Background: an optimization exercise with open tools, aiming at small area. Do not read the settings as production practice. Function was checked by simulation only, so behaviour that the tests miss may differ from the original. Power figures rest on the tool's default switching activity, not on a simulated workload.

==> run a: inputs <==
Design regfile_mp, start of the top module:
module regfile_mp #(
    parameter int XLEN    = 32,
    parameter int DEPTH   = 32,
    parameter int AW      = $clog2(DEPTH),
    parameter int NUM_RD  = 2,
    parameter int ZERO_R0 = 1
) (
    input  logic                   clk,
    input  logic                   rst,
    input  logic                   clr_req,
    output logic                   busy,
    input  logic                   we0,
    input  logic [AW-1:0]          waddr0,
    input  logic [XLEN-1:0]        wdata0,
    input  logic                   we1,
    input  logic [AW-1:0]          waddr1,
    input  logic [XLEN-1:0]        wdata1,
    input  logic [NUM_RD*AW-1:0]   raddr,
    output logic [NUM_RD*XLEN-1:0] rdata
);
==> module regfile_mp, before the edit <==
module regfile_mp #(
    parameter int XLEN    = 32,
    parameter int DEPTH   = 32,
    parameter int AW      = $clog2(DEPTH),
    parameter int NUM_RD  = 2,
    parameter int ZERO_R0 = 1
) (
    input  logic                   clk,
    input  logic                   rst,
    input  logic                   clr_req,
    output logic                   busy,
    input  logic                   we0,
    input  logic [AW-1:0]          waddr0,
    input  logic [XLEN-1:0]        wdata0,
    input  logic                   we1,
    input  logic [AW-1:0]          waddr1,
    input  logic [XLEN-1:0]        wdata1,
    input  logic [NUM_RD*AW-1:0]   raddr,
    output logic [NUM_RD*XLEN-1:0] rdata
);
    localparam logic [0:0] ST_IDLE  = 1'b0;
    localparam logic [0:0] ST_CLEAR = 1'b1;
    logic [0:0]    state_q, state_d;
    logic [AW-1:0] clr_ptr_q, clr_ptr_d;
    logic          clearing;
    logic [DEPTH*XLEN-1:0] rf_flat;
    assign clearing = (state_q == ST_CLEAR);
    assign busy     = clearing;
    always_comb begin
        state_d   = state_q;
        clr_ptr_d = clr_ptr_q;
        if (state_q == ST_IDLE) begin
            if (clr_req) begin
                state_d   = ST_CLEAR;
                clr_ptr_d = '0;
            end
        end else begin
            clr_ptr_d = clr_ptr_q + 1'b1;
            if (clr_ptr_q == AW'(DEPTH - 1)) begin
                state_d = ST_IDLE;
            end
        end
    end
    always_ff @(posedge clk) begin
        if (rst) begin
            state_q   <= ST_IDLE;
            clr_ptr_q <= '0;
        end else begin
            state_q   <= state_d;
            clr_ptr_q <= clr_ptr_d;
        end
    end
    genvar gi;
    generate
        for (gi = 0; gi < DEPTH; gi++) begin : g_entry
            if ((ZERO_R0 != 0) && (gi == 0)) begin : g_zero
                assign rf_flat[gi*XLEN +: XLEN] = '0;
            end else begin : g_store
                logic [XLEN-1:0] entry_q, entry_d;
                always_comb begin
                    entry_d = entry_q;
                    if (clearing) begin
                        if (clr_ptr_q == AW'(gi)) begin
                            entry_d = '0;
                        end
                    end else begin
                        if (we0 && (waddr0 == AW'(gi))) begin
                            entry_d = wdata0;
                        end
                        if (we1 && (waddr1 == AW'(gi))) begin
                            entry_d = wdata1;
                        end
                    end
                end
                always_ff @(posedge clk) begin
                    if (rst) begin
                        entry_q <= '0;
                    end else begin
                        entry_q <= entry_d;
                    end
                end
                assign rf_flat[gi*XLEN +: XLEN] = entry_q;
            end
        end
    endgenerate
    genvar gk;
    generate
        for (gk = 0; gk < NUM_RD; gk++) begin : g_rd
            logic [AW-1:0]   addr;
            logic [XLEN-1:0] rd_val;
            assign addr = raddr[gk*AW +: AW];
            always_comb begin
                rd_val = rf_flat[addr*XLEN +: XLEN];
                if ((ZERO_R0 != 0) && (addr == '0)) begin
                    rd_val = '0;
                end
            end
            assign rdata[gk*XLEN +: XLEN] = rd_val;
        end
    endgenerate
endmodule
clock: 7.0 ns
lec_check: 0
cap_margin: 20
core_margin: 2
core_utilization: 40
slew_margin: 20
run.sh (not shown) runs the stock make flow with config.mk's settings and CLKGATE_MAP_FILE= SYNTH_SCRIPT=/design/flow/synth_recipe.tcl, a recipe that flattens the netlist after the stock synthesis.
==> inputs of run b, as changes to run a <==
==> flow/design.v (replaced) <==
module rf_aoi222 (
    input  logic a1, a2, b1, b2, c1, c2,
    output logic y
);
    assign y = ~((a1 & a2) | (b1 & b2) | (c1 & c2));
endmodule
module rf_nand2 (
    input  logic a, b,
    output logic y
);
    assign y = ~(a & b);
endmodule
module rf_nand3 (
    input  logic a, b, c,
    output logic y
);
    assign y = ~(a & b & c);
endmodule
module rf_nand4 (
    input  logic a, b, c, d,
    output logic y
);
    assign y = ~(a & b & c & d);
endmodule
module rf_nor3 (
    input  logic a, b, c,
    output logic y
);
    assign y = ~(a | b | c);
endmodule
module rf_xnor2 (
    input  logic a, b,
    output logic y
);
    assign y = ~(a ^ b);
endmodule
module rf_rdbit (
    input  logic [31:1] sel,
    input  logic [31:1] s,
    input  logic        pz,
    output logic        y
);
    logic [10:0] t;
    logic [2:0]  g;
    logic        n;
    genvar j;
    generate
        for (j = 0; j < 10; j++) begin : g_a
            rf_aoi222 u_a (
                .a1(sel[3*j+1]), .a2(s[3*j+1]),
                .b1(sel[3*j+2]), .b2(s[3*j+2]),
                .c1(sel[3*j+3]), .c2(s[3*j+3]),
                .y(t[j])
            );
        end
    endgenerate
    rf_nand2 u_t10 (.a(sel[31]), .b(s[31]), .y(t[10]));
    rf_nand4 u_g0 (.a(t[0]), .b(t[1]), .c(t[2]), .d(t[3]), .y(g[0]));
    rf_nand4 u_g1 (.a(t[4]), .b(t[5]), .c(t[6]), .d(t[7]), .y(g[1]));
    rf_nand3 u_g2 (.a(t[8]), .b(t[9]), .c(t[10]), .y(g[2]));
    rf_nor3  u_n  (.a(g[0]), .b(g[1]), .c(g[2]), .y(n));
    rf_xnor2 u_x  (.a(n), .b(pz), .y(y));
endmodule
module regfile_mp #(
    parameter int XLEN    = 32,
    parameter int DEPTH   = 32,
    parameter int AW      = $clog2(DEPTH),
    parameter int NUM_RD  = 2,
    parameter int ZERO_R0 = 1
) (
    input  logic                   clk,
    input  logic                   rst,
    input  logic                   clr_req,
    output logic                   busy,
    input  logic                   we0,
    input  logic [AW-1:0]          waddr0,
    input  logic [XLEN-1:0]        wdata0,
    input  logic                   we1,
    input  logic [AW-1:0]          waddr1,
    input  logic [XLEN-1:0]        wdata1,
    input  logic [NUM_RD*AW-1:0]   raddr,
    output logic [NUM_RD*XLEN-1:0] rdata
);
    logic          busy_q;
    logic [AW-1:0] ptr_q;
    logic          phase_q, phase_d;
    logic          kill;
    assign busy = busy_q;
    assign kill = rst | busy_q;
    always_ff @(posedge clk) begin
        if (rst) begin
            busy_q <= 1'b0;
            ptr_q  <= '0;
        end else if (busy_q) begin
            ptr_q <= ptr_q + 1'b1;
            if (ptr_q == AW'(DEPTH - 1)) busy_q <= 1'b0;
        end else if (clr_req) begin
            busy_q <= 1'b1;
            ptr_q  <= '0;
        end
    end
    assign phase_d = ~(rst | phase_q);
    always_ff @(posedge clk) phase_q <= phase_d;
    logic [XLEN-1:0] a0, a1;
    assign a0 = ~((wdata0 & {XLEN{~kill}}) ^ {XLEN{phase_d}});
    assign a1 = ~(wdata1 ^ {XLEN{phase_d}});
    logic [31:1][XLEN-1:0] st;    
    genvar gi, gb;
    generate
        for (gi = 1; gi < DEPTH; gi++) begin : g_entry
            logic hit0, hit1, s0, s1, h;
            logic [XLEN-1:0] q, d;
            assign hit0 = we0 & (waddr0 == AW'(gi));
            assign hit1 = we1 & (waddr1 == AW'(gi));
            assign s1 = ~kill & hit1;
            assign s0 = rst | (busy_q & (ptr_q == AW'(gi))) | (~kill & hit0 & ~hit1);
            assign h  = ~(s0 | s1);
            for (gb = 0; gb < XLEN; gb++) begin : g_bit
                rf_aoi222 u_w (
                    .a1(s0), .a2(a0[gb]),
                    .b1(s1), .b2(a1[gb]),
                    .c1(h),  .c2(q[gb]),
                    .y(d[gb])
                );
            end
            always_ff @(posedge clk) q <= d;
            assign st[gi] = q;
        end
    endgenerate
    genvar gk;
    generate
        for (gk = 0; gk < NUM_RD; gk++) begin : g_rd
            logic [AW-1:0] addr;
            logic [31:1]   sel;
            logic          pz;
            assign addr = raddr[gk*AW +: AW];
            for (gi = 1; gi < DEPTH; gi++) begin : g_sel
                assign sel[gi] = (addr == AW'(gi));
            end
            assign pz = phase_q & (addr != '0);
            for (gb = 0; gb < XLEN; gb++) begin : g_bit
                logic [31:1] col;
                for (gi = 1; gi < DEPTH; gi++) begin : g_col
                    assign col[gi] = st[gi][gb];
                end
                rf_rdbit u_rd (.sel(sel), .s(col), .pz(pz), .y(rdata[gk*XLEN + gb]));
            end
        end
    endgenerate
endmodule
==> flow/flow/run.sh (new file) <==
#!/bin/bash
# Standard ORFS layout with two changes: ports buffered with the smallest
# buffer, and a clock tree with larger sink clusters and no dummy loads.
set -euo pipefail
export BUFFER_PORTS_ARGS="-buffer_cell sky130_fd_sc_hd__buf_1"
export CTS_ARGS="-sink_clustering_enable -repair_clock_nets -dont_use_dummy_load -sink_clustering_size 24 -sink_clustering_max_diameter 80"
bash standard.sh finish > standard_flow.log 2>&1
==> flow/standard.sh (new file) <==
#!/bin/bash
# synth_recipe.tcl (not shown) runs the flow's synth.tcl, then flattens the netlist and writes it again
# the make line also repeats each setting of config.mk as NAME=value (left out here)
make -C /OpenROAD-flow-scripts/flow DESIGN_CONFIG=/design/flow/config.mk WORK_HOME=/design/flow/orfs CLKGATE_MAP_FILE= SYNTH_SCRIPT=/design/flow/synth_recipe.tcl "${@:-finish}"
Settings changed: CORE_UTILIZATION 40 to 30, PLACE_DENSITY set to 0.45, SYNTH_HIERARCHICAL set to 1.
removed: flow/run.sh
==> comparison <==
Between run b and run a, the lower final area is in run b (gap 24%, measured against run a). Of run a and run b, run b has the higher clock skew (gap 0.059 ns). Between run a and run b, the lower sequential power is in run a (gap about 18%, measured against run b). In run a the synthesized area is larger than in run b, by about 37%. Between run b and run a, the lower clock-buffer cell count is in run b (gap 109). Of run a and run b, run a has the higher clock power (gap about 80%, measured against run b). Of run b and run a, run b has the higher non-clock buffer count (gap 4). Against run b, the via count of run a is higher by about 5%.

==> afterwards: timing with drivers on the ports <==
In the flow no input, the clock included, has a driving cell. The finished layouts below were timed again as built, in two steps.
Step 1 sets driving cells, clkbuf_16 on the clock port and buf_2 on the other inputs (assumed; they add their load-dependent delay and slew).
Step 2, shift: input delay + t, output delay - t, t = (earliest + latest rising clock arrival at the registers) / 2. This alone moves slack from input paths to output paths.
a / b / c = no drivers / after step 1 / after step 2; a / b = the first two.
run | t (ns) | setup slack, ns | worst setup path at the end | latest minus earliest clock arrival (ns)
run a | 0.873 | 0.426 / 0.399 / 0.399 | input to output | 0.050 / 0.049
run b | 0.779 | 0.797 / 0.750 / 0.750 | input to output | 0.098 / 0.098
After both steps every run listed still meets setup and hold. The setup slack of run b, which loses most, moves by -0.047 ns with the drivers and by -0.047 ns with both steps.
